Source: an optimization exercise on an open RTL-to-GDS flow (aim: small area, a short achievable clock period and few clock cycles). Production flows keep margins and buffers that such runs may drop. RTL that was checked went through simulation tests only; none was proved equivalent to the original. For runs 1 to 4, only the layout was checked, not whether the RTL still works. Power figures rest on the tool's default switching activity, not on a simulated workload.

[design/flow/run.sh]
#!/bin/bash
# synth_recipe.tcl (not shown) runs the flow's synth.tcl, then flattens the netlist and writes it again
# the make line also repeats each setting of config.mk as NAME=value (left out here)
make -C /OpenROAD-flow-scripts/flow DESIGN_CONFIG=/design/flow/config.mk WORK_HOME=/design/flow/orfs CLKGATE_MAP_FILE= SYNTH_SCRIPT=/design/flow/synth_recipe.tcl finish
[design/flow/constraint.sdc]
create_clock -name core_clock -period 4.0 [get_ports {clk}]
set_input_delay 0.8000 -clock core_clock [delete_from_list [all_inputs] [get_ports {clk}]]
set_output_delay 0.8000 -clock core_clock [all_outputs]
set_load 0.01 [all_outputs]
[design/flow/design.v]
package egress_stamper_pkg;
    localparam int PACKET_XFER_LEN = 32;
    localparam int LEN_MSB  = 31;
    localparam int LEN_LSB  = 24;
    localparam int DEST_MSB = 15;
    localparam int DEST_LSB = 8;
    localparam int SRC_MSB  = 15;
    localparam int SRC_LSB  = 8;
    localparam int MIN_PKT_BYTES = 24;
    localparam int END_TIME_IDX  = 5;
    localparam int RING_SLOTS = 63;
    function automatic logic len_legal(input logic [7:0] len);
        len_legal = (len[1:0] == 2'b00) && (len[7:2] >= 6'd6);
    endfunction
endpackage
module pkt_ring #(
    parameter int DATA_W = 32,
    parameter int SLOTS  = 63
) (
    input  logic              clk,
    input  logic              we,
    input  logic [DATA_W-1:0] wdata,
    output logic [DATA_W-1:0] rdata
);
    logic [DATA_W-1:0] stage [SLOTS];
    always_ff @(posedge clk) begin
        stage[0] <= we ? wdata : stage[SLOTS-1];
        for (int i = 1; i < SLOTS; i++) begin
            stage[i] <= stage[i-1];
        end
    end
    assign rdata = stage[SLOTS-2];
endmodule
module egress_stamper #(
    parameter int PACKET_XFER_LEN = egress_stamper_pkg::PACKET_XFER_LEN,
    parameter int MAX_WORDS       = 64
) (
    input  logic                       clk,
    input  logic                       reset,
    input  logic                       in_valid,
    input  logic                       in_sop,
    input  logic [PACKET_XFER_LEN-1:0] in_data,
    output logic                       in_ready,
    input  logic [31:0]                counter,
    input  logic                       egress_full,
    output logic                       out_write_en,
    output logic [PACKET_XFER_LEN-1:0] out_data,
    output logic                       busy,
    output logic                       drop_pulse,
    output logic [15:0]                drop_count
);
    localparam int L = egress_stamper_pkg::RING_SLOTS;
    function automatic logic [5:0] inc_slot(input logic [5:0] s);
        inc_slot = (s == 6'(L - 1)) ? 6'd0 : s + 6'd1;
    endfunction
    logic [5:0] ph, rs, rs2;       
    logic       collecting;        
    logic [5:0] cs;                
    logic [5:0] wrem;              
    logic       lastq;             
    logic [5:0] tail;              
    logic [5:0] nh;                
    logic       hdr_at;            
    logic [9:0] npkt;              
    logic [5:0] bcnt;              
    logic       bl_nz;             
    logic [2:0] bidx;              
    logic       tapsel, ctrsel;    
    logic       ef_q;              
    logic       dvalid;
    logic [5:0] dstart, dend;
    logic [PACKET_XFER_LEN-1:0] tap;
    logic bl_gt1, bl_one, bidx4, w2, npk_nz;
    logic rs_eq_tail, rs_eq_nh, rs_eq_dend, rs2_eq_nh, rs2_eq_dend, rs2_eq_cs, rs2_eq_dstart;
    logic nh_eq_cs, nh_eq_dstart, skip;
    assign bl_gt1        = (bcnt[5:2] != 4'd0) || (bcnt[1:0] == 2'd3);
    assign bl_one        = bl_nz && !bl_gt1;
    assign bidx4         = (bidx == 3'(egress_stamper_pkg::END_TIME_IDX - 1));
    assign w2            = (wrem == 6'd2);
    assign npk_nz        = npkt[0];
    assign rs_eq_tail    = (rs == tail);
    assign rs_eq_nh      = (rs == nh);
    assign rs_eq_dend    = (rs == dend);
    assign rs2_eq_nh     = (rs2 == nh);
    assign rs2_eq_dend   = (rs2 == dend);
    assign rs2_eq_cs     = (rs2 == cs);
    assign rs2_eq_dstart = (rs2 == dstart);
    assign nh_eq_cs      = (nh == cs);
    assign nh_eq_dstart  = (nh == dstart);
    assign skip          = !bl_nz && dvalid && nh_eq_dstart;
    logic acc, sop_legal, sop_acc, dat_acc, cnow, start, egress_ok;
    logic hdr_new, abort_legal, abort_bad, direct_hdr, keep_dead;
    assign acc         = in_valid && in_ready;
    assign sop_legal   = egress_stamper_pkg::len_legal(in_data[31:24]);
    assign sop_acc     = acc && in_sop;
    assign dat_acc     = acc && !in_sop && collecting;
    assign cnow        = dat_acc && lastq;
    assign hdr_new     = sop_acc && sop_legal;
    assign abort_legal = hdr_new && collecting;
    assign abort_bad   = sop_acc && !sop_legal && collecting;
    assign egress_ok   = !egress_full || !ef_q;
    assign start       = hdr_at && egress_ok && (npk_nz || cnow);
    assign direct_hdr  = hdr_new && (collecting ? (!npk_nz && !bl_nz) : !busy);
    assign keep_dead   = abort_legal && !direct_hdr;
    logic       collecting_n, dvalid_n, bl_nz_n, busy_n, in_ready_n, we_n;
    logic       npk_up, npk_dn;
    logic [9:0] npkt_n;
    logic       we;                
    logic       tail_is_rs_n, nh_is_rs_n, dead_n, hdr_at_n, lastq_n;
    logic [5:0] tail_n, nh_n;
    logic [1:0] drop_inc;
    logic [15:0] dc_p1, dc_p2;
    assign nh_n = direct_hdr ? ph : skip ? dend : bl_one ? rs2 : nh;
    assign dvalid_n = !direct_hdr && !skip && (dvalid || abort_legal);
    assign tail_n = (hdr_new || dat_acc) ? rs : abort_bad ? cs : tail;
    assign collecting_n = hdr_new || (collecting && !abort_bad && !cnow);
    assign lastq_n = !sop_acc && (dat_acc ? w2 : lastq);
    assign bl_nz_n   = start || bl_gt1;
    assign npk_up = cnow && !start;
    assign npk_dn = start && !cnow;
    assign npkt_n = npk_up ? {npkt[8:0], 1'b1} : npk_dn ? {1'b0, npkt[9:1]} : npkt;
    assign busy_n = collecting_n || npkt_n[0] || bl_nz_n;
    assign tail_is_rs_n = hdr_new || dat_acc || rs_eq_tail;
    assign nh_is_rs_n   = direct_hdr ? 1'b0 : skip ? rs_eq_dend : (!bl_one && rs_eq_nh);
    assign we_n       = !busy_n || (tail_is_rs_n && (bl_nz_n || !nh_is_rs_n));
    assign in_ready_n = !busy_n ||
                        (!(sop_acc && collecting) && !(dvalid && !skip) &&
                         tail_is_rs_n && (bl_nz_n || !nh_is_rs_n));
    assign dead_n   = keep_dead ? (bl_one ? rs2_eq_cs : nh_eq_cs) :
                      (dvalid && !skip && (bl_one ? rs2_eq_dstart : nh_eq_dstart));
    assign hdr_at_n = !bl_nz_n && !direct_hdr &&
                      (skip ? rs2_eq_dend : ((bl_one || rs2_eq_nh) && !dead_n));
    always_comb begin
        drop_inc = 2'd0;
        if (sop_acc) begin
            if (collecting) drop_inc = sop_legal ? 2'd1 : 2'd2;
            else if (!sop_legal) drop_inc = 2'd1;
        end
    end
    logic [16:0] dc_s1;
    logic [15:0] dc_h2;
    assign dc_s1 = {1'b0, drop_count} + 17'd1;
    assign dc_h2 = {1'b0, drop_count[15:1]} + 16'd1;
    assign dc_p1 = dc_s1[16] ? 16'hFFFF : dc_s1[15:0];
    assign dc_p2 = dc_h2[15] ? 16'hFFFF : {dc_h2[14:0], drop_count[0]};
    pkt_ring #(
        .DATA_W(PACKET_XFER_LEN),
        .SLOTS (L)
    ) u_ring (
        .clk  (clk),
        .we   (we),
        .wdata(in_data),
        .rdata(tap)
    );
    always_ff @(posedge clk) begin
        ef_q <= egress_full;
        if (reset) begin
            ph           <= 6'd0;
            rs           <= 6'd1;
            rs2          <= 6'd2;
            collecting   <= 1'b0;
            lastq        <= 1'b0;
            npkt         <= '0;
            bcnt         <= 6'd0;
            bl_nz        <= 1'b0;
            tapsel       <= 1'b0;
            ctrsel       <= 1'b0;
            hdr_at       <= 1'b0;
            dvalid       <= 1'b0;
            drop_pulse   <= 1'b0;
            drop_count   <= 16'd0;
            out_write_en <= 1'b0;
            out_data     <= '0;
            busy         <= 1'b0;
            in_ready     <= 1'b1;
            we           <= 1'b1;
        end else begin
            ph  <= rs;
            rs  <= rs2;
            rs2 <= inc_slot(rs2);
            drop_pulse <= (drop_inc != 2'd0);
            case (drop_inc)
                2'd1:    drop_count <= dc_p1;
                2'd2:    drop_count <= dc_p2;
                default: drop_count <= drop_count;
            endcase
            out_write_en <= start;
            out_data     <= (tap & {PACKET_XFER_LEN{start || tapsel}}) |
                            (PACKET_XFER_LEN'(counter) & {PACKET_XFER_LEN{ctrsel}});
            tapsel <= start || (bl_gt1 && !bidx4);
            ctrsel <= bl_gt1 && bidx4;
            if (start) begin
                bcnt <= tap[31:26];
                bidx <= 3'd1;
            end else if (bl_nz) begin
                bcnt <= bcnt - 6'd1;
                if (bidx != 3'd7) bidx <= bidx + 3'd1;
            end
            bl_nz   <= bl_nz_n;
            npkt    <= npkt_n;
            nh         <= nh_n;
            hdr_at     <= hdr_at_n;
            dvalid     <= dvalid_n;
            tail       <= tail_n;
            collecting <= collecting_n;
            lastq      <= lastq_n;
            busy       <= busy_n;
            in_ready   <= in_ready_n;
            we         <= we_n;
        end
        if (keep_dead) begin
            dstart <= cs;
            dend   <= ph;
        end
        if (hdr_new) begin
            cs   <= ph;
            wrem <= in_data[31:26] - 6'd1;
        end else if (dat_acc) begin
            wrem <= wrem - 6'd1;
        end
    end
endmodule
[design/flow/config.mk]
export PLATFORM = sky130hd
export DESIGN_NAME = egress_stamper
export DESIGN_NICKNAME = egress_stamper
export VERILOG_FILES = /design/flow/design.v
export SDC_FILE = /design/flow/constraint.sdc
export NUM_CORES = 4
export LEC_CHECK = 0
export ABC_CLOCK_PERIOD_IN_PS = 1800
export CAP_MARGIN = 20
export CORE_MARGIN = 2
export CORE_UTILIZATION = 55
export CTS_BUF_LIST = sky130_fd_sc_hd__clkbuf_4 sky130_fd_sc_hd__clkbuf_8 sky130_fd_sc_hd__clkbuf_16
export CTS_CLUSTER_DIAMETER = 100
export CTS_CLUSTER_SIZE = 30
export SETUP_SLACK_MARGIN = 2.0
export SLEW_MARGIN = 20
==> flow_summary.yaml, run 1 <==
outcome:
  outcome: "no timing/DRC/antenna violations"
power:
  p_leak_nw: 21.5
  ir_worst_vdd_v: 0.000444
  power.density_nw_per_um2: 679
cts:
  hold_buffers: 0
  clockBufferDepth: 3
  cts_tree: "yes"
  clkLatencyLatePin_ns: 0.67
  cts.clk_slew.worst_paths_ns: 0.11
  cts_made_buffers: 82
  clockRootBuffer: "clkbuf_16"
  cts.htree.levels: 3
  clock_sinks: 2150
placed_design:
  portBuffers: 120
  gp_congestion: 0.756
  placed_area_um2: 50000
  dp_slack_ns: 0.171
  dp_cells: 3976
  dp_hpwl_um: 32900
cells_and_area:
  instances_no_fill: 4157
  antenna_cells: 0
  final_cell_mix: "dfxtp_1, nor2_1, clkbuf_16"
  area_growth_pct: 12.9
  final_cell_area_um2: 53300
  final_nets: 3085
  multi_input_area_um2: 4070
  fillers: 6247
  layout-drive-gt1-share: 0.139
  ff_latch_area_um2: 43500
  mostFrequentLayoutCell: "dfxtp_1"
drt:
  firstDrtPassIters: 4
  drc: 0
  drtIter0Drc: 821
  num_vias: 18100
  post_drt_wl_per_cell_um: 14.5
  ant_nets: 0
  viasPerCell: 4.36
  wl_um: 60400
worst_setup_path:
  cp.arrival_ns: 2.91
  worst_r2r_path_depth: 8
  critPathLaunchType: "input port"
  crit_path_start: "in_data[27]"
  worstPathRequired_ns: 4.56
  cp_max_fo: 6
  end_kind: "flip-flop"
  r2r_start: "bcnt[1]"
  worst-setup-path-type: "input port to flip-flop"
timing:
  setup_violations: 0
  worst_pin_slew_ns: 1.08
  relSlewSlack: 0.278
  setup_tns_ns: 0
  fmax_ghz: 0.427
  setup_ws_ns: 1.66
  min_period_ns: 2.34
  rsz0062_at_grt: "true"
  drv_slew: 0
  finalHoldViolCount: 0
  post-route-period-util: 0.586
  skew_ns: 0.0236
synth:
  synth_cells: 2748
  synth_flop_cell: "dfxtp_1"
  synth_area_um2: 47200
  synth.avg_cell_area_um2: 17.2
  yosysWarnings: 3
  synthArstFlopShare: 0
  synth_area_leaders: "dfxtp_1, edfxtp_1, mux2_2"
  synthDistinctLibCells: 61
  ys_ff_latch: 2150
  synth_nets: 2833
  synth_seq_area_share: 0.920
  yosysTopAreaCell: "dfxtp_1"
  yosysTopAreaCellShare: 0.896
  synth-edff-count: 39
global_route:
  grt_max_degree: 61
  grt_pass1_vias: 18500
  grt_overflow: 0
  grt_first_pass_wirelength_um: 98700
  antenna_found_initial: 1
  grt_usage: 0.137
die:
  io_pins: 121
  dieHeight_um: 297
  die-area_um2: 88200
  coreArea_um2: 85100
  fp.dieW_um: 297
  rows: 107
  start_util: 0.554
job:
  drv_cap: 0
min_path:
  hp-start: "egress_full"
  min_path_type: "input port to flip-flop"
  worstHoldPathCells: 1
==> sequential cells by signal, summed over array words and instances (netlist names), 3 cells and up <==
| register | cells |
|---|---|
| ph | 6 |
| dend | 6 |
| tail | 6 |
| drop_count | 16 |
| bidx | 3 |
| bcnt | 6 |
| cs | 6 |
| rs | 6 |
| nh | 6 |
| rs2 | 6 |
| npkt | 10 |
| u_ring.stage | 2016 |
| dstart | 6 |
| wrem | 6 |
| out_data | 32 |
==> cells in the mapped netlist (3+ instances only) <==
| cell type | count |
|---|---|
| o21ai_0 | 20 |
| a22oi_1 | 32 |
| o22ai_1 | 6 |
| nand2b_1 | 9 |
| mux2_2 | 39 |
| nand3b_1 | 3 |
| and3_1 | 4 |
| nor3_1 | 15 |
| nand4_1 | 9 |
| a311oi_1 | 3 |
| or2_2 | 3 |
| nand3_1 | 17 |
| edfxtp_1 | 39 |
| inv_1 | 21 |
| a31oi_1 | 4 |
| a211oi_1 | 8 |
| a21oi_1 | 44 |
| clkbuf_1 | 37 |
| mux2i_1 | 14 |
| nor2_1 | 102 |
| nand2_1 | 52 |
| and2_1 | 6 |
| xnor2_1 | 33 |
| nor2b_1 | 22 |
| nor4_1 | 6 |
| xor2_1 | 26 |
| buf_1 | 5 |
| dfxtp_1 | 2111 |
| ha_1 | 16 |
==> kinds of logic (layout without fill, tap and decap cells) <==
family          after synthesis  in the layout  synth area share
xor+xnor                     59             59            0.0110
flops                      2150           2150             0.920
compound gates              139            139            0.0194
buf+inv                      67            332           0.00570
mux                          53             53            0.0123
fa+ha+maj                    16             16           0.00424
simple gates                264            264            0.0270
==> layout make-up <==
cell class | count | area share
flip-flops and latches | 2150 | 0.817
multi-input cells | 531 | 0.0765
clock buffers | 87 | 0.0396
repair buffers | 214 | 0.0352
well taps | 1144 | 0.0269
clock inverters | 10 | 0.00315
inverters | 21 | 0.00162
==> through the flow <==
step                      utilization  hold slack (ns)  power, W
after detailed placement        0.587            0.312    0.0266
after global placement          0.587            0.310    0.0266
after floorplan                     -            0.310    0.0260
after global routing            0.625            0.244    0.0376
after CTS                       0.621            0.318    0.0365
final                           0.625            0.282    0.0361
==> routing by layer <==
layer	vias up	GRT usage	wire length [um]
met5	-	0	0
met4	0	0.0479	1640
met3	124	0.0249	1750
met2	216	0.203	25800
met1	8637	0.204	31100
li1	9162	-	-
==> power breakdown <==
group,internal (W),switching [W],total [W]
clock network,0.00388,0.00590,0.00979
registers,0.0246,0.000883,0.0254
logic,0.000477,0.000431,0.000908
==> worst paths after layout <==
kind	slack, ns	to
worst max-delay path	1.66	drop_count[6]
worst min-delay path	0.28	ef_q
worst max register to register	1.79	hdr_at
worst min register to register	0.32	u_ring.stage[31][26]
==> critical path, cell delays in order <==
cell	delay, ns
buf_8	0.10
a2111oi_4	0.38
nor3_4	0.08
inv_2	0.11
ha_4	0.21
nand2_4	0.08
ha_4	0.18
mux2_4	0.34
and2_4	0.16
nor2b_4	0.14
nor2b_4	0.13
o21bai_1	0.12
a31oi_1	0.05
==> repair_timing <==
action | 4_1_cts | 5_1_grt
cloned | 1 | 0
buffers inserted | 58 | 25
pin swaps | 27 | 25
endpoints found under the setup margin | 170 | 67
resized for setup | 382 | 53
==> run 2, diff against run 1 <==
==> design/flow/config.mk (replaced) <==
export PLATFORM = sky130hd
export DESIGN_NAME = egress_stamper
export DESIGN_NICKNAME = egress_stamper
export VERILOG_FILES = /design/flow/design.v
export SDC_FILE = /design/flow/constraint.sdc
export NUM_CORES = 4
export LEC_CHECK = 0
export ABC_CLOCK_PERIOD_IN_PS = 1500
export CAP_MARGIN = 20
export CORE_MARGIN = 2
export CORE_UTILIZATION = 55
export CTS_BUF_LIST = sky130_fd_sc_hd__clkbuf_8 sky130_fd_sc_hd__clkbuf_16
export CTS_CLUSTER_DIAMETER = 80
export CTS_CLUSTER_SIZE = 20
export SETUP_SLACK_MARGIN = 2.3
export SLEW_MARGIN = 20
==> run 2 against run 1 <==
  * Clock skew rose by 0.016 ns
  * Die area unchanged
  * Global-route usage is 1.4 points higher
  * Core utilization grew 2.3 points
  * Maximum frequency up 1.6%
  * Synthesized area unchanged
  * Sequential power about the same
  * Largest power group unchanged
==> flow_summary.yaml, run 2 <==
placed_design:
  placed_area_um2: 50200
  gp_congestion: 0.792
  dp_hpwl_um: 34400
  dp_cells: 3976
  portBuffers: 120
timing:
  worst_pin_slew_ns: 0.904
  finalHoldViolCount: 0
  fmax_ghz: 0.434
  relSlewSlack: 0.397
  drv_slew: 0
  rsz0062_at_grt: "true"
  min_period_ns: 2.30
  setup_tns_ns: 0
  setup_violations: 0
  skew_ns: 0.0396
  post-route-period-util: 0.576
cts:
  cts_tree: "yes"
  hold_buffers: 0
  clockRootBuffer: "clkbuf_16"
  clockBufferDepth: 3
  cts.clk_slew.worst_paths_ns: 0.08
  clkLatencyLatePin_ns: 0.69
  cts_made_buffers: 118
  cts.htree.levels: 3
  clock_sinks: 2150
cells_and_area:
  instances_no_fill: 4240
  reg_top3: "u_ring.stage x2016, out_data x32, drop_count x16"
  largest_reg_flops: 2016
  area_growth_pct: 17.0
  regMostFlops: "u_ring.stage"
  mostFrequentLayoutCell: "dfxtp_1"
  final_cell_mix: "dfxtp_1, clkbuf_16, nor2_1"
  final_nets: 3162
  final_cell_area_um2: 55200
  layout-drive-gt1-share: 0.184
power:
  ir_worst_vdd_v: 0.000435
  p_leak_nw: 22.4
  power.density_nw_per_um2: 694
die:
  dieHeight_um: 297
  rows: 107
  fp.dieW_um: 297
  coreArea_um2: 85100
  die-area_um2: 88200
  start_util: 0.554
  io_pins: 121
worst_setup_path:
  crit_path_top_delay_cell: "a2111oi_4"
  critPathTopFamily: "compound AO/OA/AOI/OAI gates"
  critPathLaunchType: "input port"
  cp_max_fo: 3
  end_kind: "flip-flop"
  cp.arrival_ns: 2.87
  crit_buf_inv: 3
  worstPathCellList: "buf_8 -> a2111oi_4 -> nor3_4 -> inv_2 -> ha_4 -> nand2_4 -> inv_2 -> ha_4 -> mux2_4 -> and2_4 -> nor2b_4 -> nor2b_4 -> o21bai_1 -> a31oi_1"
  worst-setup-path-type: "input port to flip-flop"
  cp_slowest_stage_delay_ns: 0.41
  worstPathRequired_ns: 4.57
synth:
  synth_common_cells: "dfxtp_1, nor2_1, nand2_1"
  synth_area_um2: 47200
  synthArstFlopShare: 0
  synth.avg_cell_area_um2: 17.2
  synth_seq_area_share: 0.920
  synth_nets: 2833
  yosysWarnings: 3
  ys_ff_latch: 2150
  synthDistinctLibCells: 61
  synth_cells: 2748
  synth.most_common_cell: "dfxtp_1"
  yosysTopAreaCell: "dfxtp_1"
  synth_area_leaders: "dfxtp_1, edfxtp_1, mux2_2"
  synth_flop_cell: "dfxtp_1"
  yosysTopAreaCellShare: 0.896
  synth-edff-count: 39
drt:
  drc: 0
  viasPerCell: 4.43
  num_vias: 18800
  drtIter0Drc: 889
  ant_nets: 0
  post_drt_wl_per_cell_um: 15.5
  firstDrtPassIters: 5
  wl_um: 65900
global_route:
  grt_pass1_vias: 19600
  grt_first_pass_wirelength_um: 107000
  grt_max_degree: 59
  grt_usage: 0.151
  antenna_found_initial: 3
  grt_overflow: 0
outcome:
  outcome: "no timing/DRC/antenna violations"
min_path:
  min_path_type: "flip-flop to flip-flop"
job:
  drv_cap: 0
[run 2: cell type report]
type                       instances  area, um2
antenna                            1       2.50
clock buffer                     121       3020
clock inverter                    17        174
fill                            6023      30000
inverter                          21       88.8
multi-input combinational        531       4490
sequential                      2150      43500
tap                             1144       1430
timing repair buffer             255       2470
[run 2: worst paths after layout]
check / depth (start not counted) / start / slack [ns] / end
max: 14 / in_data[27] / 1.70 / drop_count[6]
min: 0 / u_ring.stage[52][23] / 0.31 / u_ring.stage[53][23]
max reg2reg: 8 / bcnt[1] / 1.80 / hdr_at
min reg2reg: 0 / u_ring.stage[52][23] / 0.31 / u_ring.stage[53][23]
[run 2: stage by stage]
stage / worst slack [ns] / util / hold slack (ns) / total power (W)
global route: 1.65 / 0.648 / 0.302 / 0.0399
global placement: 0.369 / 0.589 / 0.310 / 0.0267
floorplan: 1.09 / - / 0.310 / 0.0261
CTS: 1.77 / 0.642 / 0.307 / 0.0387
detailed placement: 0.334 / 0.589 / 0.312 / 0.0267
finish: 1.70 / 0.648 / 0.306 / 0.0383
[run 2: kinds of logic (layout without fill, tap and decap cells)]
group | after synthesis | after routing | share of synthesized area
muxes | 53 | 53 | 0.0123
adders and majority gates | 16 | 16 | 0.00424
xor gates and xnor gates | 59 | 59 | 0.0110
other | 0 | 1 | 0
buffers and inverters | 67 | 414 | 0.00570
DFF | 2150 | 2150 | 0.920
AOI/OAI and AO/OA | 139 | 139 | 0.0194
and+or+nand+nor | 264 | 264 | 0.0270
[run 2: timing repair]
item	4_1_cts	5_1_grt
resized for setup	444	97
cloned	4	1
endpoints found under the setup margin	193	156
buffers inserted	99	21
pin swaps	53	47
[run 2: power breakdown]
group | total (W) | switching (W) | internal (W)
sequential | 0.0254 | 0.000858 | 0.0246
combinational | 0.00135 | 0.000657 | 0.000693
clock | 0.0115 | 0.00615 | 0.00539
total | 0.0383 | 0.00767 | 0.0306
[run 2: metal layers]
| metal | share of wire | GRT usage | wire length (um) | up-vias |
|---|---|---|---|---|
| li1 | - | - | - | 9344 |
| met1 | 0.51 | 0.226 | 33800 | 8961 |
| met2 | 0.42 | 0.221 | 27900 | 339 |
| met3 | 0.036 | 0.0282 | 2350 | 155 |
| met4 | 0.029 | 0.0553 | 1880 | 0 |
| met5 | 0 | 0 | 0 | - |
==> run 3, diff against run 2 <==
--- a/design/flow/design.v
+++ b/design/flow/design.v
@@ -76,7 +76,7 @@
     assign bl_gt1        = (bcnt[5:2] != 4'd0) || (bcnt[1:0] == 2'd3);
     assign bl_one        = bl_nz && !bl_gt1;
     assign bidx4         = (bidx == 3'(egress_stamper_pkg::END_TIME_IDX - 1));
-    assign w2            = (wrem == 6'd2);
+    assign w2            = (wrem == 6'd3);
     assign npk_nz        = npkt[0];
     assign rs_eq_tail    = (rs == tail);
     assign rs_eq_nh      = (rs == nh);
@@ -99,7 +99,7 @@
     assign abort_legal = hdr_new && collecting;
     assign abort_bad   = sop_acc && !sop_legal && collecting;
     assign egress_ok   = !egress_full || !ef_q;
-    assign start       = hdr_at && egress_ok && (npk_nz || cnow);
+    assign start       = hdr_at && !bl_nz && egress_ok && (npk_nz || cnow);
     assign direct_hdr  = hdr_new && (collecting ? (!npk_nz && !bl_nz) : !busy);
     assign keep_dead   = abort_legal && !direct_hdr;
     logic       collecting_n, dvalid_n, bl_nz_n, busy_n, in_ready_n, we_n;
@@ -108,8 +108,6 @@
     logic       we;                
     logic       tail_is_rs_n, nh_is_rs_n, dead_n, hdr_at_n, lastq_n;
     logic [5:0] tail_n, nh_n;
-    logic [1:0] drop_inc;
-    logic [15:0] dc_p1, dc_p2;
     assign nh_n = direct_hdr ? ph : skip ? dend : bl_one ? rs2 : nh;
     assign dvalid_n = !direct_hdr && !skip && (dvalid || abort_legal);
     assign tail_n = (hdr_new || dat_acc) ? rs : abort_bad ? cs : tail;
@@ -119,7 +117,7 @@
     assign npk_up = cnow && !start;
     assign npk_dn = start && !cnow;
     assign npkt_n = npk_up ? {npkt[8:0], 1'b1} : npk_dn ? {1'b0, npkt[9:1]} : npkt;
-    assign busy_n = collecting_n || npkt_n[0] || bl_nz_n;
+    assign busy_n = bl_gt1 || npk_nz || (collecting ? !abort_bad : hdr_new);
     assign tail_is_rs_n = hdr_new || dat_acc || rs_eq_tail;
     assign nh_is_rs_n   = direct_hdr ? 1'b0 : skip ? rs_eq_dend : (!bl_one && rs_eq_nh);
     assign we_n       = !busy_n || (tail_is_rs_n && (bl_nz_n || !nh_is_rs_n));
@@ -128,21 +126,22 @@
                          tail_is_rs_n && (bl_nz_n || !nh_is_rs_n));
     assign dead_n   = keep_dead ? (bl_one ? rs2_eq_cs : nh_eq_cs) :
                       (dvalid && !skip && (bl_one ? rs2_eq_dstart : nh_eq_dstart));
-    assign hdr_at_n = !bl_nz_n && !direct_hdr &&
+    assign hdr_at_n = !direct_hdr &&
                       (skip ? rs2_eq_dend : ((bl_one || rs2_eq_nh) && !dead_n));
+    logic drop_any, drop_two, dc_sat, dc_sat_n;
+    logic [15:0] dc_m1, dc_m2;
+    assign drop_any = sop_acc && (collecting || !sop_legal);
+    assign drop_two = sop_acc && collecting && !sop_legal;
     always_comb begin
-        drop_inc = 2'd0;
-        if (sop_acc) begin
-            if (collecting) drop_inc = sop_legal ? 2'd1 : 2'd2;
-            else if (!sop_legal) drop_inc = 2'd1;
-        end
+        dc_m1[0] = 1'b1;
+        dc_m2[0] = 1'b0;
+        dc_m2[1] = 1'b1;
+        for (int i = 1; i < 16; i++) dc_m1[i] = dc_m1[i-1] && drop_count[i-1];
+        for (int i = 2; i < 16; i++) dc_m2[i] = dc_m2[i-1] && drop_count[i-1];
     end
-    logic [16:0] dc_s1;
-    logic [15:0] dc_h2;
-    assign dc_s1 = {1'b0, drop_count} + 17'd1;
-    assign dc_h2 = {1'b0, drop_count[15:1]} + 16'd1;
-    assign dc_p1 = dc_s1[16] ? 16'hFFFF : dc_s1[15:0];
-    assign dc_p2 = dc_h2[15] ? 16'hFFFF : {dc_h2[14:0], drop_count[0]};
+    assign dc_sat_n = dc_sat ||
+                      (drop_any && (drop_count == 16'hFFFD)) ||
+                      (drop_two && (drop_count == 16'hFFFC));
     pkt_ring #(
         .DATA_W(PACKET_XFER_LEN),
         .SLOTS (L)
@@ -169,6 +168,7 @@
             dvalid       <= 1'b0;
             drop_pulse   <= 1'b0;
             drop_count   <= 16'd0;
+            dc_sat       <= 1'b0;
             out_write_en <= 1'b0;
             out_data     <= '0;
             busy         <= 1'b0;
@@ -178,12 +178,11 @@
             ph  <= rs;
             rs  <= rs2;
             rs2 <= inc_slot(rs2);
-            drop_pulse <= (drop_inc != 2'd0);
-            case (drop_inc)
-                2'd1:    drop_count <= dc_p1;
-                2'd2:    drop_count <= dc_p2;
-                default: drop_count <= drop_count;
-            endcase
+            drop_pulse <= drop_any;
+            dc_sat     <= dc_sat_n;
+            if (drop_any) begin
+                drop_count <= dc_sat ? 16'hFFFF : (drop_count ^ (drop_two ? dc_m2 : dc_m1));
+            end
             out_write_en <= start;
             out_data     <= (tap & {PACKET_XFER_LEN{start || tapsel}}) |
                             (PACKET_XFER_LEN'(counter) & {PACKET_XFER_LEN{ctrsel}});
@@ -214,7 +213,7 @@
         end
         if (hdr_new) begin
             cs   <= ph;
-            wrem <= in_data[31:26] - 6'd1;
+            wrem <= in_data[31:26];
         end else if (dat_acc) begin
             wrem <= wrem - 6'd1;
         end
==> design/flow/config.mk (replaced) <==
export PLATFORM = sky130hd
export DESIGN_NAME = egress_stamper
export DESIGN_NICKNAME = egress_stamper
export VERILOG_FILES = /design/flow/design.v
export SDC_FILE = /design/flow/constraint.sdc
export NUM_CORES = 4
export LEC_CHECK = 0
export ABC_CLOCK_PERIOD_IN_PS = 1800
export CAP_MARGIN = 20
export CORE_MARGIN = 2
export CORE_UTILIZATION = 55
export CTS_BUF_LIST = sky130_fd_sc_hd__clkbuf_4 sky130_fd_sc_hd__clkbuf_8 sky130_fd_sc_hd__clkbuf_16
export CTS_CLUSTER_DIAMETER = 100
export CTS_CLUSTER_SIZE = 30
export SETUP_SLACK_MARGIN = 2.0
export SLEW_MARGIN = 20
==> run 3 against run 2 <==
  * Still clean
  * Cell area fell by 5.4%
  * Setup slack better by 0.15 ns
  * Register-to-register slack better by 0.12 ns
  * Total power shrank 4.3%
  * Combinational power shrank 25%
  * Wire length down 9.0%
  * Critical path depth down 13
  * Clock power fell by 16%
  * Clock skew decreased by 0.0087 ns
  * Via count decreased by 5.8%
  * Critical path type is now flip-flop to output pin
  * Critical endpoint is now drop_count[0]
  * Largest power group unchanged
==> flow_summary.yaml, run 3 <==
synth:
  synth_seq_area_share: 0.928
  synthDistinctLibCells: 53
  synth.most_common_cell: "dfxtp_1"
  synth_common_cells: "dfxtp_1, nor2_1, a21oi_1"
  synth_nets: 2774
  synth_area_um2: 46800
  yosysTopAreaCell: "dfxtp_1"
  synthArstFlopShare: 0
  ys_ff_latch: 2151
  synth-edff-count: 39
  yosysWarnings: 3
  synth.avg_cell_area_um2: 17.4
  synth_flop_cell: "dfxtp_1"
  yosysTopAreaCellShare: 0.903
  synth_area_leaders: "dfxtp_1, edfxtp_1, mux2_2"
  synth_cells: 2693
drt:
  wl_um: 60000
  drc: 0
  viasPerCell: 4.35
  drtIter0Drc: 711
  post_drt_wl_per_cell_um: 14.7
  num_vias: 17700
  firstDrtPassIters: 5
  ant_nets: 0
timing:
  rsz0062_at_grt: "true"
  drv_slew: 0
  post-route-period-util: 0.539
  setup_tns_ns: 0
  relSlewSlack: 0.251
  setup_violations: 0
  setup_ws_ns: 1.84
  fmax_ghz: 0.464
  skew_ns: 0.0310
  finalHoldViolCount: 0
  min_period_ns: 2.16
  worst_pin_slew_ns: 1.12
cells_and_area:
  mostFrequentLayoutCell: "dfxtp_1"
  area_growth_pct: 11.5
  largest_reg_flops: 2016
  instances_no_fill: 4073
  regMostFlops: "u_ring.stage"
  reg_top3: "u_ring.stage x2016, out_data x32, drop_count x16"
  final_nets: 2996
  layout-drive-gt1-share: 0.113
  final_cell_mix: "dfxtp_1, nor2_1, clkbuf_16"
worst_setup_path:
  critPathTopFamily: "flip-flops"
  r2r_start: "in_ready"
  cp_slowest_stage_delay_ns: 0.41
  worst-setup-path-type: "flip-flop to output pin"
  end_kind: "output pin"
  worst_r2r_path_depth: 9
  crit_path_top_delay_cell: "dfxtp_2"
  r2r_slack_ns: 1.92
  worstPathRequired_ns: 3.20
  critPathLaunchType: "flip-flop"
  cp.arrival_ns: 1.36
  path_depth: 1
  crit_buf_inv: 1
  worstPathCellList: "dlygate4sd2_1"
  crit_path_start: "drop_count[0]"
  cp_max_fo: 5
  r2r-end: "drop_count[15]"
  crit_end: "drop_count[0]"
die:
  dieHeight_um: 296
  die-area_um2: 87500
  fp.dieW_um: 296
  io_pins: 121
  coreArea_um2: 84700
  start_util: 0.552
  rows: 107
placed_design:
  dp_slack_ns: 0.345
  dp_hpwl_um: 32000
  gp_congestion: 0.756
  portBuffers: 120
  dp_cells: 3916
cts:
  cts_made_buffers: 82
  cts.clk_slew.worst_paths_ns: 0.11
  clockBufferDepth: 3
  cts_tree: "yes"
  clockRootBuffer: "clkbuf_16"
  clkLatencyLatePin_ns: 0.66
  cts.htree.levels: 3
  clock_sinks: 2151
power:
  power.density_nw_per_um2: 702
  p_leak_nw: 21.1
  ir_worst_vdd_v: 0.000417
  power_w: 0.0367
global_route:
  grt_max_degree: 67
  grt_first_pass_wirelength_um: 95600
  grt_usage: 0.138
  grt_overflow: 0
  grt_pass1_vias: 17900
  antenna_found_initial: 2
outcome:
  outcome: "no timing/DRC/antenna violations"
job:
  drv_cap: 0
min_path:
  min_path_type: "flip-flop to flip-flop"
-- run 3: cell types whose count changed in the layout (fill, tap and decap cells not counted), moves of 8 or more --
cell / before / now
a21oi_2: 18 / 5
a22oi_1: 0 / 34
clkbuf_16: 121 / 83
buf_2: 23 / 41
a21oi_1: 20 / 43
dfxtp_1: 2069 / 2078
a22oi_2: 32 / 0
mux2i_1: 8 / 17
o21ai_1: 9 / 1
buf_6: 71 / 18
buf_4: 84 / 52
-- run 3: worst min-delay path by stage --
stage          depth (start not counted)              endpoint                  from  slack [ns]
5_1_grt                                0   u_ring.stage[11][1]   u_ring.stage[10][1]        0.32
6_report                               0  u_ring.stage[55][22]  u_ring.stage[54][22]        0.31
3_5_place_dp                           0  u_ring.stage[14][17]  u_ring.stage[13][17]        0.31
2_1_floorplan                          0   u_ring.stage[10][0]    u_ring.stage[9][0]        0.31
4_1_cts                                0  u_ring.stage[55][22]  u_ring.stage[54][22]        0.32
3_3_place_gp                           0  u_ring.stage[54][12]  u_ring.stage[53][12]        0.31
-- run 3: area by class of cell --
class	instances	area, um2
Clock buffer	88	2110
Tap cell	1144	1430
Timing Repair Buffer	182	1590
Clock inverter	8	126
Multi-Input combinational cell	476	3340
Fill cell	6103	32500
Antenna cell	2	5.00
Sequential cell	2151	43500
Inverter	22	95.1
-- run 3: what timing repair did --
item,in CTS,in global routing
cloned,3,0
setup buffers,37,19
gates resized for setup,289,67
pin swaps,9,24
endpoints found under the setup margin,162,82
hold buffers,0,0
-- run 3: cell families after synthesis --
family | Yosys count | synth area share
DFF | 2151 | 0.928
and+or+nand+nor | 218 | 0.0215
AOI/OAI and AO/OA | 128 | 0.0176
buffers and inverters | 68 | 0.00567
xor gates and xnor gates | 64 | 0.0120
muxes | 52 | 0.0120
adders and majority gates | 12 | 0.00321
-- run 3: stage by stage --
stage | utilization | area, um2 | hold WS (ns)
2_1_floorplan | - | 46900 | 0.310
3_3_place_gp | 0.583 | 49400 | 0.310
4_1_cts | 0.612 | 51900 | 0.316
3_5_place_dp | 0.583 | 49400 | 0.312
6_report | 0.616 | 52200 | 0.312
5_1_grt | 0.616 | 52200 | 0.323
-- run 3: report_power, final --
part	leakage, nW	internal [W]	switching, W	total [W]
combinational	2.04	0.000476	0.000531	0.00101
clock	1.10	0.00387	0.00583	0.00970
sequential	18.0	0.0250	0.000992	0.0260
-- run 3: metal layers --
metal	GRT usage	up-vias	share of wire
met3	0.0253	113	0.036
met2	0.200	262	0.41
met1	0.210	8447	0.53
met4	0.0416	0	0.026
li1	-	8889	-
met5	0	-	0
==> run 4, diff against run 3 <==
==> design/flow/config.mk (replaced) <==
export PLATFORM = sky130hd
export DESIGN_NAME = egress_stamper
export DESIGN_NICKNAME = egress_stamper
export VERILOG_FILES = /design/flow/design.v
export SDC_FILE = /design/flow/constraint.sdc
export NUM_CORES = 4
export LEC_CHECK = 0
export ABC_CLOCK_PERIOD_IN_PS = 1800
export CAP_MARGIN = 20
export CORE_MARGIN = 2
export CORE_UTILIZATION = 60
export CTS_BUF_LIST = sky130_fd_sc_hd__clkbuf_8 sky130_fd_sc_hd__clkbuf_16
export CTS_CLUSTER_DIAMETER = 60
export CTS_CLUSTER_SIZE = 24
export SETUP_SLACK_MARGIN = 2.2
export SLEW_MARGIN = 20
==> run 4 against run 3 <==
  * Synthesized area is the same
  * Wire length shrank 1.7%
  * Flip-flop and latch count is the same
  * Final cell count shrank 0.83%
  * Global-route usage grew 0.97 points
  * Largest cell class unchanged
  * Highest routed layer unchanged
==> flow_summary.yaml, run 4 <==
drt:
  viasPerCell: 4.47
  drc: 0
  wl_met3_um: 2570
  m1WireLength_um: 30300
  wl_um: 59000
  firstDrtPassIters: 4
  highest_layer: "met4"
  drtIter0Drc: 764
  num_vias: 18000
  route.met2.wl_um: 24300
  post_drt_wl_per_cell_um: 14.6
  ant_nets: 0
global_route:
  grt_pass1_vias: 18300
  grt_first_pass_wirelength_um: 96200
  grt_max_degree: 65
  grt_overflow: 0
  grt_usage: 0.147
  antenna_found_initial: 1
worst_setup_path:
  end_kind: "flip-flop"
  r2r_start: "drop_count[2]"
  worst-setup-path-type: "input port to flip-flop"
  critPathLaunchType: "input port"
  r2r_slack_ns: 1.85
  worstPathRequired_ns: 4.57
  cp.arrival_ns: 2.83
  r2r-end: "drop_count[15]"
  worst_r2r_path_depth: 9
  cp_max_fo: 3
timing:
  skew_ns: 0.0187
  relSlewSlack: 0.443
  setup_violations: 0
  drv_slew: 0
  worst_pin_slew_ns: 0.835
  finalHoldViolCount: 0
  fmax_ghz: 0.443
  rsz0062_at_grt: "true"
  hold_ws_ns: 0.318
  min_period_ns: 2.26
  post-route-period-util: 0.564
  setup_tns_ns: 0
cells_and_area:
  final_nets: 3058
  mostFrequentLayoutCell: "dfxtp_1"
  largest_reg_flops: 2016
  instances_no_fill: 4039
  reg_top3: "u_ring.stage x2016, out_data x32, drop_count x16"
  area_growth_pct: 15.0
  antenna_cells: 0
  final_cell_mix: "dfxtp_1, clkbuf_16, nor2_1"
  layout-drive-gt1-share: 0.158
  regMostFlops: "u_ring.stage"
cts:
  clkLatencyLatePin_ns: 0.65
  cts_tree: "yes"
  clock_sinks: 2151
  cts_made_buffers: 104
  clockRootBuffer: "clkbuf_16"
  cts.clk_slew.worst_paths_ns: 0.09
  cts.htree.levels: 3
  clockBufferDepth: 3
synth:
  synth_cells: 2693
  synthArstFlopShare: 0
  ys_ff_latch: 2151
  yosysWarnings: 3
  yosysTopAreaCell: "dfxtp_1"
  yosysTopAreaCellShare: 0.903
  synth_flop_cell: "dfxtp_1"
  synth.avg_cell_area_um2: 17.4
  synth_area_leaders: "dfxtp_1, edfxtp_1, mux2_2"
  synth_seq_area_share: 0.928
  synth-edff-count: 39
  synthDistinctLibCells: 53
  synth_nets: 2774
  synth_common_cells: "dfxtp_1, nor2_1, a21oi_1"
  synth_area_um2: 46800
  synth.most_common_cell: "dfxtp_1"
placed_design:
  dp_cells: 3814
  gp_congestion: 0.766
  portBuffers: 120
  dp_hpwl_um: 31000
die:
  fp.dieW_um: 283
  start_util: 0.605
  io_pins: 121
  die-area_um2: 80300
  dieHeight_um: 283
  rows: 102
  coreArea_um2: 77300
job:
  drv_cap: 0
min_path:
  worstHoldPathCells: 0
  holdPathEnd: "u_ring.stage[14][21]"
  min_path_type: "flip-flop to flip-flop"
  hp-start: "u_ring.stage[13][21]"
power:
  power.density_nw_per_um2: 712
  p_leak_nw: 21.8
  ir_worst_vdd_v: 0.000516
  power_w: 0.0383
outcome:
  outcome: "no timing/DRC/antenna violations"
==> run 4: cell counts after synthesis <==
Identical to the previous run, type by type.
==> run 4: what timing repair did <==
item,CTS,global route
endpoints found under the setup margin,194,173
pin swaps,32,47
hold endpoints to repair,0,0
gates resized for setup,358,118
gates cloned,6,1
setup buffers,58,32
hold buffers,0,0
==> run 4: kinds of logic (layout without fill, tap and decap cells) <==
| logic type | after synthesis | after routing | share of synthesized area |
|---|---|---|---|
| mux | 52 | 52 | 0.0120 |
| xor+xnor | 64 | 64 | 0.0120 |
| fa+ha+maj | 12 | 12 | 0.00321 |
| flops | 2151 | 2151 | 0.928 |
| buf+inv | 68 | 373 | 0.00567 |
| simple gates | 218 | 219 | 0.0215 |
| compound gates | 128 | 128 | 0.0176 |
==> run 4: worst max-delay path by stage <==
| stage | start | endpoint | slack, ns | cells after the start |
|---|---|---|---|---|
| after global routing | in_data[28] | drop_count[15] | 1.74 | 12 |
| final | in_data[28] | drop_count[15] | 1.74 | 12 |
| after floorplan | in_data[28] | drop_count[15] | 1.29 | 10 |
| after detailed placement | in_data[28] | drop_count[15] | 0.35 | 11 |
| after CTS | in_data[27] | drop_count[15] | 1.75 | 11 |
| after global placement | in_data[28] | drop_count[15] | 0.50 | 11 |
==> run 4: routing by layer <==
| layer | vias to the layer above | GRT usage |
|---|---|---|
| met1 | 8568 | 0.222 |
| met2 | 316 | 0.211 |
| met5 | - | 0 |
| li1 | 9031 | - |
| met4 | 0 | 0.0560 |
| met3 | 129 | 0.0305 |
==> run 4: final cells by class <==
cell class                 instances  area [um2]
sequential                      2151       43500
multi-input combinational        475        3720
tap                             1040        1300
clock inverter                    20         288
timing repair buffer             221        2210
timing repair inverter             2        15.0
fill                            5088       23500
inverter                          22        95.1
clock buffer                     108        2680
==> run 4: report_power, final <==
part	total (W)	internal (W)	switching, W
clock network	0.0111	0.00506	0.00604
logic	0.00127	0.000666	0.000606
registers	0.0260	0.0250	0.00100
total	0.0383	0.0307	0.00765
==> run 4: stage by stage <==
| stage | util | area [um2] | worst slack, ns |
|---|---|---|---|
| after floorplan | - | 47100 | 1.29 |
| after global placement | 0.639 | 49500 | 0.496 |
| after detailed placement | 0.639 | 49500 | 0.352 |
| after CTS | 0.687 | 53200 | 1.75 |
| after global routing | 0.696 | 53800 | 1.74 |
| final | 0.696 | 53800 | 1.74 |
==> run 4: worst max-delay path: stages <==
cell,delay (ns)
buf_8,0.10
a2111oi_4,0.35
buf_6,0.17
or2_4,0.12
a21oi_2,0.05
or4b_4,0.51
nor2_4,0.15
ha_4,0.18
nor2_4,0.04
nor2_4,0.14
o32ai_4,0.09
nor2_1,0.11
==> run 5, diff against run 4 <==
--- a/design/flow/design.v
+++ b/design/flow/design.v
@@ -68,11 +68,9 @@
     logic       tapsel, ctrsel;    
     logic       ef_q;              
     logic       dvalid;
-    logic [5:0] dstart, dend;
     logic [PACKET_XFER_LEN-1:0] tap;
     logic bl_gt1, bl_one, bidx4, w2, npk_nz;
-    logic rs_eq_tail, rs_eq_nh, rs_eq_dend, rs2_eq_nh, rs2_eq_dend, rs2_eq_cs, rs2_eq_dstart;
-    logic nh_eq_cs, nh_eq_dstart, skip;
+    logic rs_eq_tail, rs_eq_nh, rs_eq_cs, rs2_eq_nh, rs2_eq_cs, skip;
     assign bl_gt1        = (bcnt[5:2] != 4'd0) || (bcnt[1:0] == 2'd3);
     assign bl_one        = bl_nz && !bl_gt1;
     assign bidx4         = (bidx == 3'(egress_stamper_pkg::END_TIME_IDX - 1));
@@ -80,14 +78,10 @@
     assign npk_nz        = npkt[0];
     assign rs_eq_tail    = (rs == tail);
     assign rs_eq_nh      = (rs == nh);
-    assign rs_eq_dend    = (rs == dend);
+    assign rs_eq_cs      = (rs == cs);
     assign rs2_eq_nh     = (rs2 == nh);
-    assign rs2_eq_dend   = (rs2 == dend);
     assign rs2_eq_cs     = (rs2 == cs);
-    assign rs2_eq_dstart = (rs2 == dstart);
-    assign nh_eq_cs      = (nh == cs);
-    assign nh_eq_dstart  = (nh == dstart);
-    assign skip          = !bl_nz && dvalid && nh_eq_dstart;
+    assign skip          = dvalid && !bl_nz && !npk_nz;
     logic acc, sop_legal, sop_acc, dat_acc, cnow, start, egress_ok;
     logic hdr_new, abort_legal, abort_bad, direct_hdr, keep_dead;
     assign acc         = in_valid && in_ready;
@@ -106,9 +100,9 @@
     logic       npk_up, npk_dn;
     logic [9:0] npkt_n;
     logic       we;                
-    logic       tail_is_rs_n, nh_is_rs_n, dead_n, hdr_at_n, lastq_n;
+    logic       tail_is_rs_n, nh_is_rs_n, hdr_at_n, lastq_n;
     logic [5:0] tail_n, nh_n;
-    assign nh_n = direct_hdr ? ph : skip ? dend : bl_one ? rs2 : nh;
+    assign nh_n = direct_hdr ? ph : skip ? cs : bl_one ? rs2 : nh;
     assign dvalid_n = !direct_hdr && !skip && (dvalid || abort_legal);
     assign tail_n = (hdr_new || dat_acc) ? rs : abort_bad ? cs : tail;
     assign collecting_n = hdr_new || (collecting && !abort_bad && !cnow);
@@ -119,15 +113,12 @@
     assign npkt_n = npk_up ? {npkt[8:0], 1'b1} : npk_dn ? {1'b0, npkt[9:1]} : npkt;
     assign busy_n = bl_gt1 || npk_nz || (collecting ? !abort_bad : hdr_new);
     assign tail_is_rs_n = hdr_new || dat_acc || rs_eq_tail;
-    assign nh_is_rs_n   = direct_hdr ? 1'b0 : skip ? rs_eq_dend : (!bl_one && rs_eq_nh);
+    assign nh_is_rs_n   = direct_hdr ? 1'b0 : skip ? rs_eq_cs : (!bl_one && rs_eq_nh);
     assign we_n       = !busy_n || (tail_is_rs_n && (bl_nz_n || !nh_is_rs_n));
     assign in_ready_n = !busy_n ||
                         (!(sop_acc && collecting) && !(dvalid && !skip) &&
                          tail_is_rs_n && (bl_nz_n || !nh_is_rs_n));
-    assign dead_n   = keep_dead ? (bl_one ? rs2_eq_cs : nh_eq_cs) :
-                      (dvalid && !skip && (bl_one ? rs2_eq_dstart : nh_eq_dstart));
-    assign hdr_at_n = !direct_hdr &&
-                      (skip ? rs2_eq_dend : ((bl_one || rs2_eq_nh) && !dead_n));
+    assign hdr_at_n = !direct_hdr && (skip ? rs2_eq_cs : (bl_one || rs2_eq_nh));
     logic drop_any, drop_two, dc_sat, dc_sat_n;
     logic [15:0] dc_m1, dc_m2;
     assign drop_any = sop_acc && (collecting || !sop_legal);
@@ -207,10 +198,6 @@
             in_ready   <= in_ready_n;
             we         <= we_n;
         end
-        if (keep_dead) begin
-            dstart <= cs;
-            dend   <= ph;
-        end
         if (hdr_new) begin
             cs   <= ph;
             wrem <= in_data[31:26];
==> design/flow/config.mk (replaced) <==
export PLATFORM = sky130hd
export DESIGN_NAME = egress_stamper
export DESIGN_NICKNAME = egress_stamper
export VERILOG_FILES = /design/flow/design.v
export SDC_FILE = /design/flow/constraint.sdc
export NUM_CORES = 4
export LEC_CHECK = 0
export ABC_CLOCK_PERIOD_IN_PS = 1800
export CAP_MARGIN = 20
export CORE_MARGIN = 2
export CORE_UTILIZATION = 55
export CTS_BUF_LIST = sky130_fd_sc_hd__clkbuf_4 sky130_fd_sc_hd__clkbuf_8 sky130_fd_sc_hd__clkbuf_16
export CTS_CLUSTER_DIAMETER = 100
export CTS_CLUSTER_SIZE = 30
export SETUP_SLACK_MARGIN = 2.0
export SLEW_MARGIN = 20
==> run 5 against run 4 <==
  * Total power decreased by 5.5%
  * Critical path type is now flip-flop to output pin
  * Die area rose by 7.7%
  * Setup slack improved by 0.22 ns
  * Sequential share of layout area increased by 3.3 points
  * Largest power group unchanged
  * Highest routed layer unchanged
  * Still clean
  * Largest cell class unchanged
==> flow_summary.yaml, run 5 <==
timing:
  relSlewSlack: 0.272
  worst_pin_slew_ns: 1.09
  drv_slew: 0
  skew_ns: 0.0254
  min_period_ns: 2.03
  post-route-period-util: 0.508
  fmax_ghz: 0.492
  finalHoldViolCount: 0
  setup_tns_ns: 0
  setup_violations: 0
  rsz0062_at_grt: "true"
job:
  drv_cap: 0
worst_setup_path:
  r2r_start: "drop_count[9]"
  end_kind: "output pin"
  cp_max_fo: 2
  cp_slowest_stage_delay_ns: 0.34
  worst_r2r_path_depth: 10
  crit_path_top_delay_cell: "dfxtp_2"
  r2r-end: "drop_count[15]"
  cp.arrival_ns: 1.23
  critPathTopFamily: "flip-flops"
  worstPathCellList: "buf_4 -> buf_2"
  crit_buf_inv: 2
  worstPathRequired_ns: 3.20
  r2r_slack_ns: 2.01
  worst-setup-path-type: "flip-flop to output pin"
  critPathLaunchType: "flip-flop"
global_route:
  antenna_found_initial: 1
  grt_usage: 0.134
  grt_first_pass_wirelength_um: 92700
  grt_pass1_vias: 17400
  grt_max_degree: 54
  grt_overflow: 0
die:
  start_util: 0.555
  fp.dieW_um: 294
  dieHeight_um: 294
  rows: 106
  die-area_um2: 86500
  io_pins: 121
  coreArea_um2: 83400
synth:
  synth_common_cells: "dfxtp_1, nor2_1, a21oi_1"
  synth_nets: 2698
  yosysTopAreaCell: "dfxtp_1"
  synth_area_leaders: "dfxtp_1, edfxtp_1, mux2_2"
  synth_seq_area_share: 0.931
  synth.avg_cell_area_um2: 17.7
  synth_area_um2: 46300
  synthDistinctLibCells: 65
  ys_ff_latch: 2139
  synth_cells: 2617
  yosysWarnings: 3
  synth.most_common_cell: "dfxtp_1"
  synth-edff-count: 27
  synth_flop_cell: "dfxtp_1"
  synthArstFlopShare: 0
  yosysTopAreaCellShare: 0.914
drt:
  post_drt_wl_per_cell_um: 14.5
  firstDrtPassIters: 4
  drtIter0Drc: 842
  drc: 0
  ant_nets: 0
  num_vias: 17000
  wl_um: 56700
  viasPerCell: 4.34
power:
  p_leak_nw: 20.8
  power.density_nw_per_um2: 707
  ir_worst_vdd_v: 0.000437
cts:
  cts_made_buffers: 81
  clockBufferDepth: 3
  clockRootBuffer: "clkbuf_16"
  cts.clk_slew.worst_paths_ns: 0.11
  cts_tree: "yes"
  cts.htree.levels: 3
  clkLatencyLatePin_ns: 0.66
  clock_sinks: 2139
min_path:
  holdPathEnd: "u_ring.stage[1][31]"
  min_path_type: "flip-flop to flip-flop"
  hp-start: "u_ring.stage[0][31]"
  worstHoldPathCells: 0
placed_design:
  gp_congestion: 0.760
  placed_area_um2: 48800
  portBuffers: 120
  dp_hpwl_um: 31300
cells_and_area:
  fillers: 5994
  largest_reg_flops: 2016
  mostFrequentLayoutCell: "dfxtp_1"
  layout-drive-gt1-share: 0.112
  regMostFlops: "u_ring.stage"
  area_growth_pct: 10.8
  final_cell_area_um2: 51300
  final_nets: 2912
  reg_top3: "u_ring.stage x2016, out_data x32, drop_count x16"
  ff_latch_area_um2: 43200
  multi_input_area_um2: 3130
  final_cell_mix: "dfxtp_1, clkbuf_16, nor2_1"
outcome:
  outcome: "no timing/DRC/antenna violations"
run 5: cell count changes after synthesis, sizes merged, moves of 7 or more:
cell,before,now
xor2,33,21
clkbuf,34,20
nand2,46,23
a21oi,50,43
edfxtp,39,27
run 5: cells by family (layout without fill, tap and decap cells):
group | after synthesis | in the layout | synth area share
AND/OR/NAND/NOR | 186 | 186 | 0.0196
multiplexers | 52 | 52 | 0.0123
XOR/XNOR | 46 | 46 | 0.00871
adder cells (fa/ha/maj) | 12 | 12 | 0.00324
other | 0 | 1 | 0
AO/OA/AOI/OAI | 131 | 131 | 0.0204
flip-flops | 2139 | 2139 | 0.931
buffers and inverters | 51 | 278 | 0.00449
run 5: repair_timing:
item	in CTS	in global routing
buffers inserted	28	15
pin swaps	15	11
resized for setup	300	21
setup endpoints to repair	152	36
hold buffers	0	0
run 5: how the worst max path moves through the flow:
stage              startpoint        endpoint  depth (start not counted)
2_1_floorplan     in_data[28]  drop_count[15]                         10
3_3_place_gp      in_data[28]  drop_count[15]                         11
3_5_place_dp      in_data[28]  drop_count[15]                         11
4_1_cts         drop_count[2]   drop_count[2]                          1
5_1_grt         drop_count[9]  drop_count[15]                         10
6_report       drop_count[10]  drop_count[10]                          2
run 5: through the flow:
step | hold WS, ns | util | cells | power, W | setup WS, ns
after global placement | 0.309 | 0.585 | 3785 | 0.0270 | 0.719
after detailed placement | 0.312 | 0.585 | 3785 | 0.0270 | 0.723
after floorplan | 0.310 | - | 2617 | 0.0263 | 1.52
after CTS | 0.312 | 0.613 | 3909 | 0.0367 | 1.88
final | 0.319 | 0.615 | 3925 | 0.0362 | 1.97
after global routing | 0.316 | 0.615 | 3924 | 0.0378 | 1.90
run 5: layer usage:
layer	share of wire	up-vias	track usage	routed length, um
li1	-	8655	-	-
met1	0.54	8074	0.205	30400
met2	0.40	220	0.190	22600
met3	0.039	97	0.0241	2220
met4	0.026	0	0.0473	1470
met5	0	-	0	0
run 5: power by group:
part / leakage, nW / switching (W) / internal, W
clock network: 1.10 / 0.00576 / 0.00390
registers: 17.9 / 0.000948 / 0.0249
logic: 1.79 / 0.000394 / 0.000349
total: 20.8 / 0.00710 / 0.0291
run 5: cell type report:
class                           instances  area share
Sequential cell                      2139       0.842
Multi-Input combinational cell        427      0.0610
Clock buffer                           90      0.0419
Tap cell                             1080      0.0264
Timing Repair Buffer                  166      0.0261
Clock inverter                          6     0.00178
Inverter                               16     0.00122
Antenna cell                            1   0.0000488
run 5: worst register-to-register path, stage by stage (launching register included):
cell	delay (ns)
dfxtp_2	0.37
and4_4	0.25
and2_4	0.14
nand4_1	0.11
a211o_1	0.32
nor2_2	0.11
ha_2	0.19
nor2_2	0.04
nor2_1	0.12
nor2_1	0.06
a311oi_1	0.20
Testbench counts of run 5, summed over its fixed seeds: cycles 29,379.
==> run 6, diff against run 5 <==
--- a/design/flow/design.v
+++ b/design/flow/design.v
@@ -97,7 +97,6 @@
     assign direct_hdr  = hdr_new && (collecting ? (!npk_nz && !bl_nz) : !busy);
     assign keep_dead   = abort_legal && !direct_hdr;
     logic       collecting_n, dvalid_n, bl_nz_n, busy_n, in_ready_n, we_n;
-    logic       npk_up, npk_dn;
     logic [9:0] npkt_n;
     logic       we;                
     logic       tail_is_rs_n, nh_is_rs_n, hdr_at_n, lastq_n;
@@ -108,9 +107,8 @@
     assign collecting_n = hdr_new || (collecting && !abort_bad && !cnow);
     assign lastq_n = !sop_acc && (dat_acc ? w2 : lastq);
     assign bl_nz_n   = start || bl_gt1;
-    assign npk_up = cnow && !start;
-    assign npk_dn = start && !cnow;
-    assign npkt_n = npk_up ? {npkt[8:0], 1'b1} : npk_dn ? {1'b0, npkt[9:1]} : npkt;
+    assign npkt_n = start ? (cnow ? npkt : {1'b0, npkt[9:1]}) :
+                            (cnow ? {npkt[8:0], 1'b1} : npkt);
     assign busy_n = bl_gt1 || npk_nz || (collecting ? !abort_bad : hdr_new);
     assign tail_is_rs_n = hdr_new || dat_acc || rs_eq_tail;
     assign nh_is_rs_n   = direct_hdr ? 1'b0 : skip ? rs_eq_cs : (!bl_one && rs_eq_nh);
==> run 6 against run 5 <==
  * Largest power group unchanged
  * Clock power about the same
  * Core utilization about the same
  * Non-clock buffer count down 6
  * Highest routed layer unchanged
  * Total power down 0.51%
  * Wire length down 1.5%
==> flow_summary.yaml, run 6 <==
outcome:
  outcome: "no timing/DRC/antenna violations"
global_route:
  antenna_found_initial: 1
  grt_usage: 0.132
  grt_pass1_vias: 17200
  grt_overflow: 0
  grt_first_pass_wirelength_um: 91700
  grt_max_degree: 50
placed_design:
  dp_cells: 3785
  placed_area_um2: 48700
  portBuffers: 120
  dp_hpwl_um: 29800
  gp_congestion: 0.801
die:
  die-area_um2: 86300
  rows: 106
  coreArea_um2: 83400
  start_util: 0.554
  io_pins: 121
  fp.dieW_um: 294
  dieHeight_um: 294
worst_setup_path:
  worst-setup-path-type: "flip-flop to output pin"
  critPathTopFamily: "flip-flops"
  cp_max_fo: 6
  cp.arrival_ns: 1.18
  r2r_slack_ns: 2.11
  worstPathCellList: "buf_2"
  crit_buf_inv: 1
  end_kind: "output pin"
  cp_slowest_stage_delay_ns: 0.41
  worstPathRequired_ns: 3.20
  critPathLaunchType: "flip-flop"
  crit_path_top_delay_cell: "dfxtp_4"
power:
  ir_worst_vdd_v: 0.000442
  p_leak_nw: 20.7
  power.density_nw_per_um2: 704
cts:
  cts_made_buffers: 81
  clockRootBuffer: "clkbuf_16"
  clock_sinks: 2139
  cts.htree.levels: 3
  hold_buffers: 0
  clkLatencyLatePin_ns: 0.64
  clockBufferDepth: 3
  cts.clk_slew.worst_paths_ns: 0.11
  cts_tree: "yes"
cells_and_area:
  multi_input_area_um2: 3050
  area_growth_pct: 10.9
  mostFrequentLayoutCell: "dfxtp_1"
  fillers: 5996
  largest_reg_flops: 2016
  final_cell_mix: "dfxtp_1, clkbuf_16, nor2_1"
  reg_top3: "u_ring.stage x2016, out_data x32, drop_count x16"
  ff_latch_area_um2: 43200
  regMostFlops: "u_ring.stage"
  final_cell_area_um2: 51200
  layout-drive-gt1-share: 0.108
  final_nets: 2904
  instances_no_fill: 3917
synth:
  synth_seq_area_share: 0.933
  yosysTopAreaCell: "dfxtp_1"
  synth_cells: 2616
  yosysWarnings: 3
  synth_xor_area_frac: 0.00853
  synth.avg_cell_area_um2: 17.7
  synth_top_family_by_area: "compound AO/OA/AOI/OAI gates"
  synthArstFlopShare: 0
  yosysTopAreaCellShare: 0.915
  synth_area_leaders: "dfxtp_1, edfxtp_1, mux2_2"
  synthDistinctLibCells: 59
  synth_fa_ha_area_frac: 0.00298
  synth_area_um2: 46200
  synth_compound_area_frac: 0.0206
  synth-edff-count: 27
  synth.most_common_cell: "dfxtp_1"
  synth_simple_gate_area_frac: 0.0195
  synth_nets: 2696
  synth_flop_cell: "dfxtp_1"
  ys_ff_latch: 2139
  synthMuxAreaShare: 0.0106
  synth_common_cells: "dfxtp_1, nor2_1, a22oi_1"
job:
  drv_cap: 0
timing:
  setup_violations: 0
  skew_ns: 0.0218
  fmax_ghz: 0.504
  finalHoldViolCount: 0
  drv_slew: 0
  rsz0062_at_grt: "true"
  post-route-period-util: 0.496
  relSlewSlack: 0.300
  setup_tns_ns: 0
  hold_ws_ns: 0.321
  worst_pin_slew_ns: 1.05
  min_period_ns: 1.98
min_path:
  min_path_type: "flip-flop to flip-flop"
drt:
  ant_nets: 0
  firstDrtPassIters: 5
  drtIter0Drc: 858
  drc: 0
  viasPerCell: 4.37
  num_vias: 17100
  wl_um: 55900
  post_drt_wl_per_cell_um: 14.3
==> run 6: final timing paths <==
| path | start | to | cells after the start |
|---|---|---|---|
| setup / recovery | drop_count[8] | drop_count[8] | 1 |
| hold / removal | u_ring.stage[22][9] | u_ring.stage[23][9] | 0 |
| setup reg to reg | cs[1] | in_ready | 5 |
| hold reg to reg | u_ring.stage[22][9] | u_ring.stage[23][9] | 0 |
==> run 6: kinds of logic (layout without fill, tap and decap cells) <==
kind of cell	Yosys count	after routing
compound gates	135	135
xor+xnor	45	45
fa+ha+maj	11	11
buf+inv	54	274
flops	2139	2139
mux	44	44
other cells	0	1
simple gates	188	188
==> run 6: through the flow <==
| stage | setup slack [ns] | util | power [W] |
|---|---|---|---|
| 6_report | 2.02 | 0.614 | 0.0360 |
| 5_1_grt | 1.93 | 0.614 | 0.0376 |
| 4_1_cts | 1.84 | 0.613 | 0.0365 |
| 3_5_place_dp | 0.810 | 0.584 | 0.0267 |
| 3_3_place_gp | 0.904 | 0.584 | 0.0267 |
| 2_1_floorplan | 1.75 | - | 0.0261 |
==> run 6: power breakdown <==
group	internal, W	switching [W]
combinational	0.000423	0.000403
clock	0.00391	0.00571
sequential	0.0247	0.000893
total	0.0290	0.00701
==> run 6: area by class of cell <==
class                      instances  area share
clock inverter                     7     0.00232
timing repair buffer             160      0.0267
multi-input combinational        423      0.0595
clock buffer                      88      0.0413
inverter                          19     0.00139
tap                             1080      0.0264
antenna                            1   0.0000488
sequential                      2139       0.842
==> run 6: timing repair <==
item / in CTS / in global routing
pin swaps: 7 / 9
resized for setup: 276 / 30
endpoints found under the setup margin: 137 / 65
gates cloned: 2 / 0
buffers inserted: 28 / 6
==> run 6: per-layer routing <==
| layer | track usage | share of wire |
|---|---|---|
| met1 | 0.208 | 0.55 |
| met2 | 0.182 | 0.39 |
| met3 | 0.0242 | 0.042 |
| met4 | 0.0427 | 0.021 |
| met5 | 0 | 0 |
Testbench counts of run 6, summed over its fixed seeds: cycles 29,379.

==> afterwards: timing with drivers on the ports <==
The flow's constraints put no driver on any port. The routed layouts listed below were extracted and timed again, unchanged, in two steps. Step 1 sets driving cells, clkbuf_16 on the clock port and buf_2 on the other inputs (assumed; they add their load-dependent delay and slew). Step 2 adds t to the input delays and takes it off the output delays; t is the mean of the earliest and latest rising clock arrival at the registers after step 1. Input paths then give back, and output paths get back, about the clock's delay inside the block. a / b / c = ideal / step 1 / step 2; a / b = the first two.
run	shift t [ns]	slack for setup (ns)	worst setup path after step 2	worst register clock-pin slew, ns
run 1	0.723	1.657 / 1.667 / 0.944	input to register	0.12 / 0.12
run 2	0.740	1.695 / 1.711 / 0.971	input to register	0.09 / 0.09
run 3	0.704	1.843 / 1.785 / 1.145	input to register	0.11 / 0.11
run 4	0.712	1.745 / 1.770 / 1.058	input to register	0.09 / 0.09
run 5	0.705	1.969 / 1.909 / 1.291	input to register	0.12 / 0.12
run 6	0.696	2.015 / 1.954 / 1.418	input to register	0.11 / 0.11
After both steps setup and hold are still met in every run listed. The setup slack of run 2, which loses most, moves by +0.016 ns with the drivers and by -0.724 ns with both steps.
